This design comes from an exercise in tuning for small area, a short achievable clock period and few clock cycles per item on the open sky130 flow, not from production work. Only simulation tests tie the RTL to the original design; equivalence was not proved.

== job 101 ==
==> module rau_seq, before the edit <==
module rau_seq (
    input  logic        clk,
    input  logic        rst_n,
    input  logic        s_tvalid,
    output logic        s_tready,
    input  logic [63:0] s_tdata,
    input  logic [1:0]  s_tuser,
    output logic        done,       
    input  logic        take,       
    output logic [32:0] n_out,      
    output logic [30:0] d_out,      
    output logic [1:0]  st_out
);
    logic        busy;
    logic        done_reg;
    logic        mul;               
    logic [2:0]  cnt;
    logic [17:0] x1;                
    logic [15:0] x3;                
    logic [17:0] x3n;               
    logic [18:0] x13;               
    logic        prep;              
    logic [15:0] r1, r3;            
    logic        neg1, neg3;        
    logic        seen1, seen3;
    logic        addsub;            
    logic [16:0] acc_n;             
    logic [14:0] acc_d;             
    logic [1:0]  st;
    logic [15:0] an, ad, bn, bd;
    logic [1:0]  cmd;
    logic        p1a, p1b, p2a, p2b;   
    logic        y3a, y3b;             
    logic        n1a, n1b, n3a, n3b;   
    logic        nseen1, nseen3;
    logic [15:0] c1, c3;               
    logic        sg1;
    logic        sg2;
    logic [18:0] a0, pa, pb, sum_n;
    logic [16:0] sum_d, ta, tb;
    logic        last_even;         
    logic        by4;
    logic        mul_more;          
    assign an  = s_tdata[15:0];
    assign ad  = s_tdata[31:16];
    assign bn  = s_tdata[47:32];
    assign bd  = s_tdata[63:48];
    assign cmd = s_tuser;
    assign s_tready = !busy;
    assign done     = done_reg;
    always_comb
    begin
        nseen1 = seen1 | r1[0] | r1[1];
        nseen3 = seen3 | r3[0] | r3[1];
        n1a    = r1[2] ^ (neg1 & nseen1);
        n1b    = r1[3] ^ (neg1 & (nseen1 | r1[2]));
        n3a    = r3[2] ^ (neg3 & nseen3);
        n3b    = r3[3] ^ (neg3 & (nseen3 | r3[2]));
        c1     = (cmd == rau_pkg::CMD_DIV) ? bd : bn;
        sg1    = cmd[1] ? (ad[15] ^ bn[15] ^ bd[15]) : ad[15];
        sg2    = ad[15] ^ bn[15] ^ bd[15] ^ (cmd == rau_pkg::CMD_SUB);   
        c3     = (cmd == rau_pkg::CMD_DIV) ? bn : bd;
        a0    = {{2{acc_n[16]}}, acc_n};
        case ({p2a, p1a})
            2'b01:   pa = {x1[17], x1};
            2'b10:   pa = {x3n[17], x3n};
            2'b11:   pa = x13;
            default: pa = 19'd0;
        endcase
        case ({p2b, p1b})
            2'b01:   pb = {x1, 1'b0};
            2'b10:   pb = {x3n, 1'b0};
            2'b11:   pb = {x13[17:0], 1'b0};
            default: pb = 19'd0;
        endcase
        sum_n = a0 + pa + pb;
        ta    = y3a ? {1'b0, x3} : 17'd0;
        tb    = y3b ? {x3, 1'b0} : 17'd0;
        sum_d = {2'b0, acc_d} + ta + tb;
        mul_more  = mul && (cnt != 3'd7);
        by4       = mul || (r1[1:0] == 2'b00 && r3[1:0] == 2'b00);
        last_even = (st == rau_pkg::ST_OK)
                  && (by4 ? (!r1[2] && !r3[2]) : (!r1[1] && !r3[1]));
    end
    always_ff @(posedge clk or negedge rst_n)
    begin
        if (!rst_n)
        begin
            busy     <= 1'b0;
            done_reg <= 1'b0;
        end
        else if (!busy)
        begin
            busy     <= s_tvalid;
            done_reg <= 1'b0;
        end
        else if (done_reg)
        begin
            busy     <= !take;
            done_reg <= !take;
        end
        else if (!mul || cnt == 3'd7)
        begin
            done_reg <= !last_even;
        end
    end
    always_ff @(posedge clk)
    begin
        if (!busy)
        begin
            x1     <= sg1 ? -{{2{an[15]}}, an} : {{2{an[15]}}, an};
            x3     <= ad[15] ? -ad : ad;
            x3n    <= sg2 ? -{{2{ad[15]}}, ad} : {{2{ad[15]}}, ad};
            prep   <= 1'b1;
            r1     <= c1;
            r3     <= c3;
            neg1   <= c1[15];
            neg3   <= c3[15];
            p1a    <= cmd[1] ? c1[0] : c3[0];
            p1b    <= cmd[1] ? (c1[1] ^ (c1[15] & c1[0])) : (c3[1] ^ (c3[15] & c3[0]));
            p2a    <= !cmd[1] & c1[0];
            p2b    <= !cmd[1] & (c1[1] ^ (c1[15] & c1[0]));
            y3a    <= c3[0];
            y3b    <= c3[1] ^ (c3[15] & c3[0]);
            addsub <= !cmd[1];
            seen1  <= 1'b0;
            seen3  <= 1'b0;
            mul    <= 1'b1;
            cnt    <= 3'd0;
            acc_n  <= '0;
            acc_d  <= '0;
            if (ad == '0 || bd == '0)
                st <= rau_pkg::ST_BAD_DEN;
            else if (cmd == rau_pkg::CMD_DIV && bn == '0)
                st <= rau_pkg::ST_DIV_ZERO;
            else
                st <= rau_pkg::ST_OK;
        end
        else if (prep)
        begin
            x13  <= {x1[17], x1} + {x3n[17], x3n};
            prep <= 1'b0;
        end
        else if (!done_reg)
        begin
            if (by4)
            begin
                seen1 <= nseen1;
                seen3 <= nseen3;
                p1a   <= mul_more & (addsub ? n3a : n1a);   
                p1b   <= mul_more & (addsub ? n3b : n1b);
                p2a   <= mul_more & addsub & n1a;           
                p2b   <= mul_more & addsub & n1b;
                y3a   <= mul_more & n3a;
                y3b   <= mul_more & n3b;
                acc_n <= sum_n[18:2];
                acc_d <= sum_d[16:2];
                r1    <= {sum_n[1:0], r1[15:2]};
                r3    <= {sum_d[1:0], r3[15:2]};
                cnt   <= cnt + 3'd1;
                mul   <= mul_more;
            end
            else
            begin
                acc_n <= {acc_n[16], acc_n[16:1]};
                acc_d <= {1'b0, acc_d[14:1]};
                r1    <= {acc_n[0], r1[15:1]};
                r3    <= {acc_d[0], r3[15:1]};
            end
        end
    end
    assign n_out  = {acc_n, r1};
    assign d_out  = {acc_d, r3};
    assign st_out = st;
endmodule
==> flow/config.mk <==
export PLATFORM = sky130hd
export DESIGN_NAME = rational_arith_unit
export DESIGN_NICKNAME = rational_arith_unit
export VERILOG_FILES = /design/flow/design.v
export SDC_FILE = /design/flow/constraint.sdc
export NUM_CORES = 4
export LEC_CHECK = 0
export CAP_MARGIN = 20
export CORE_MARGIN = 2
export CORE_UTILIZATION = 40
export SLEW_MARGIN = 20
==> flow/constraint.sdc <==
create_clock -name core_clock -period 10.0 [get_ports {clk}]
set_input_delay 2.0000 -clock core_clock [delete_from_list [all_inputs] [get_ports {clk}]]
set_output_delay 2.0000 -clock core_clock [all_outputs]
set_load 0.01 [all_outputs]
standard.sh (not shown) runs the stock make flow with config.mk's settings and CLKGATE_MAP_FILE= SYNTH_SCRIPT=/design/flow/synth_recipe.tcl, a recipe that flattens the netlist after the stock synthesis.
==> flow/flow/run.sh <==
#!/bin/bash
# The standard ORFS layout, with timing repair aimed 6 ns below the
# 10 ns clock period instead of the 5 ns the settings list allows.
set -euo pipefail
bash standard.sh SETUP_SLACK_MARGIN=6 finish > standard.log 2>&1
Testbench counts of job 101, summed over its fixed seeds: cycles 39,266, items 2,400.
Modified inputs, job 102 compared to job 101
diff --git a/flow/design.v b/flow/design.v
--- a/flow/design.v
+++ b/flow/design.v
@@ -34,6 +34,7 @@
     logic [17:0] x3n;               
     logic [18:0] x13;               
     logic        prep;              
+    logic        f1b, f2b;          
     logic [15:0] r1, r3;            
     logic        neg1, neg3;        
     logic        seen1, seen3;
@@ -71,6 +72,8 @@
         n3a    = r3[2] ^ (neg3 & nseen3);
         n3b    = r3[3] ^ (neg3 & (nseen3 | r3[2]));
         c1     = (cmd == rau_pkg::CMD_DIV) ? bd : bn;
+        f1b    = c3[1] ^ (c3[15] & c3[0]);
+        f2b    = c1[1] ^ (c1[15] & c1[0]);
         sg1    = cmd[1] ? (ad[15] ^ bn[15] ^ bd[15]) : ad[15];
         sg2    = ad[15] ^ bn[15] ^ bd[15] ^ (cmd == rau_pkg::CMD_SUB);   
         c3     = (cmd == rau_pkg::CMD_DIV) ? bn : bd;
@@ -125,15 +128,15 @@
             x1     <= sg1 ? -{{2{an[15]}}, an} : {{2{an[15]}}, an};
             x3     <= ad[15] ? -ad : ad;
             x3n    <= sg2 ? -{{2{ad[15]}}, ad} : {{2{ad[15]}}, ad};
-            prep   <= 1'b1;
+            prep   <= !cmd[1] && ((c3[0] && c1[0]) || (f1b && f2b));
             r1     <= c1;
             r3     <= c3;
             neg1   <= c1[15];
             neg3   <= c3[15];
             p1a    <= cmd[1] ? c1[0] : c3[0];
-            p1b    <= cmd[1] ? (c1[1] ^ (c1[15] & c1[0])) : (c3[1] ^ (c3[15] & c3[0]));
+            p1b    <= cmd[1] ? f2b : f1b;
             p2a    <= !cmd[1] & c1[0];
-            p2b    <= !cmd[1] & (c1[1] ^ (c1[15] & c1[0]));
+            p2b    <= !cmd[1] & f2b;
             y3a    <= c3[0];
             y3b    <= c3[1] ^ (c3[15] & c3[0]);
             addsub <= !cmd[1];
@@ -152,7 +155,6 @@
         end
         else if (prep)
         begin
-            x13  <= {x1[17], x1} + {x3n[17], x3n};
             prep <= 1'b0;
         end
         else if (!done_reg)
@@ -183,6 +185,10 @@
             end
         end
     end
+    always_ff @(posedge clk)
+    begin
+        x13 <= {x1[17], x1} + {x3n[17], x3n};
+    end
     assign n_out  = {acc_n, r1};
     assign d_out  = {acc_d, r3};
     assign st_out = st;
[summary]
Against job 101, job 102 reports a synthesized cell count that is higher.
Count of buffering cells on the critical path with inverters included: job 102 vs job 101 down 4
Between job 102 and job 101, it is job 102 whose sequential share of layout area is lower, by 0.58 points.
Job 102 vs. job 101: upper clock frequency limit grew by 0.69%; final critical path time including I/O delays and setup shrank by 0.027 ns; area of all placed cells without fillers held steady.
Testbench counts of job 102, summed over its fixed seeds: cycles 38,696, items 2,400.

[what the ideal ports hide]
Ports are ideal in the flow. The routed layouts listed here were re-timed in OpenROAD. Step 1 sets driving cells, clkbuf_16 on the clock port and buf_2 on the other inputs (assumed; they add their load-dependent delay and slew). Step 2 also shifts input and output timing later by t, the mid clock arrival at the registers, as if the neighbouring blocks saw the same clock. Slacks: no drivers / after step 1 / after step 2; pairs: no drivers / after step 1.
| run | shift t [ns] | slack for setup (ns) | worst setup path at the end | worst data-port slew with drivers (ns) |
|---|---|---|---|---|
| job 101 | 0.638 | 6.029 / 6.002 / 5.446 | input to register | 0.04 |
| job 102 | 0.653 | 6.056 / 6.086 / 5.442 | input to register | 0.05 |
After both steps setup and hold are still met in every run listed. The setup slack of job 102, which loses most, moves by +0.030 ns with the drivers and by -0.614 ns with both steps.
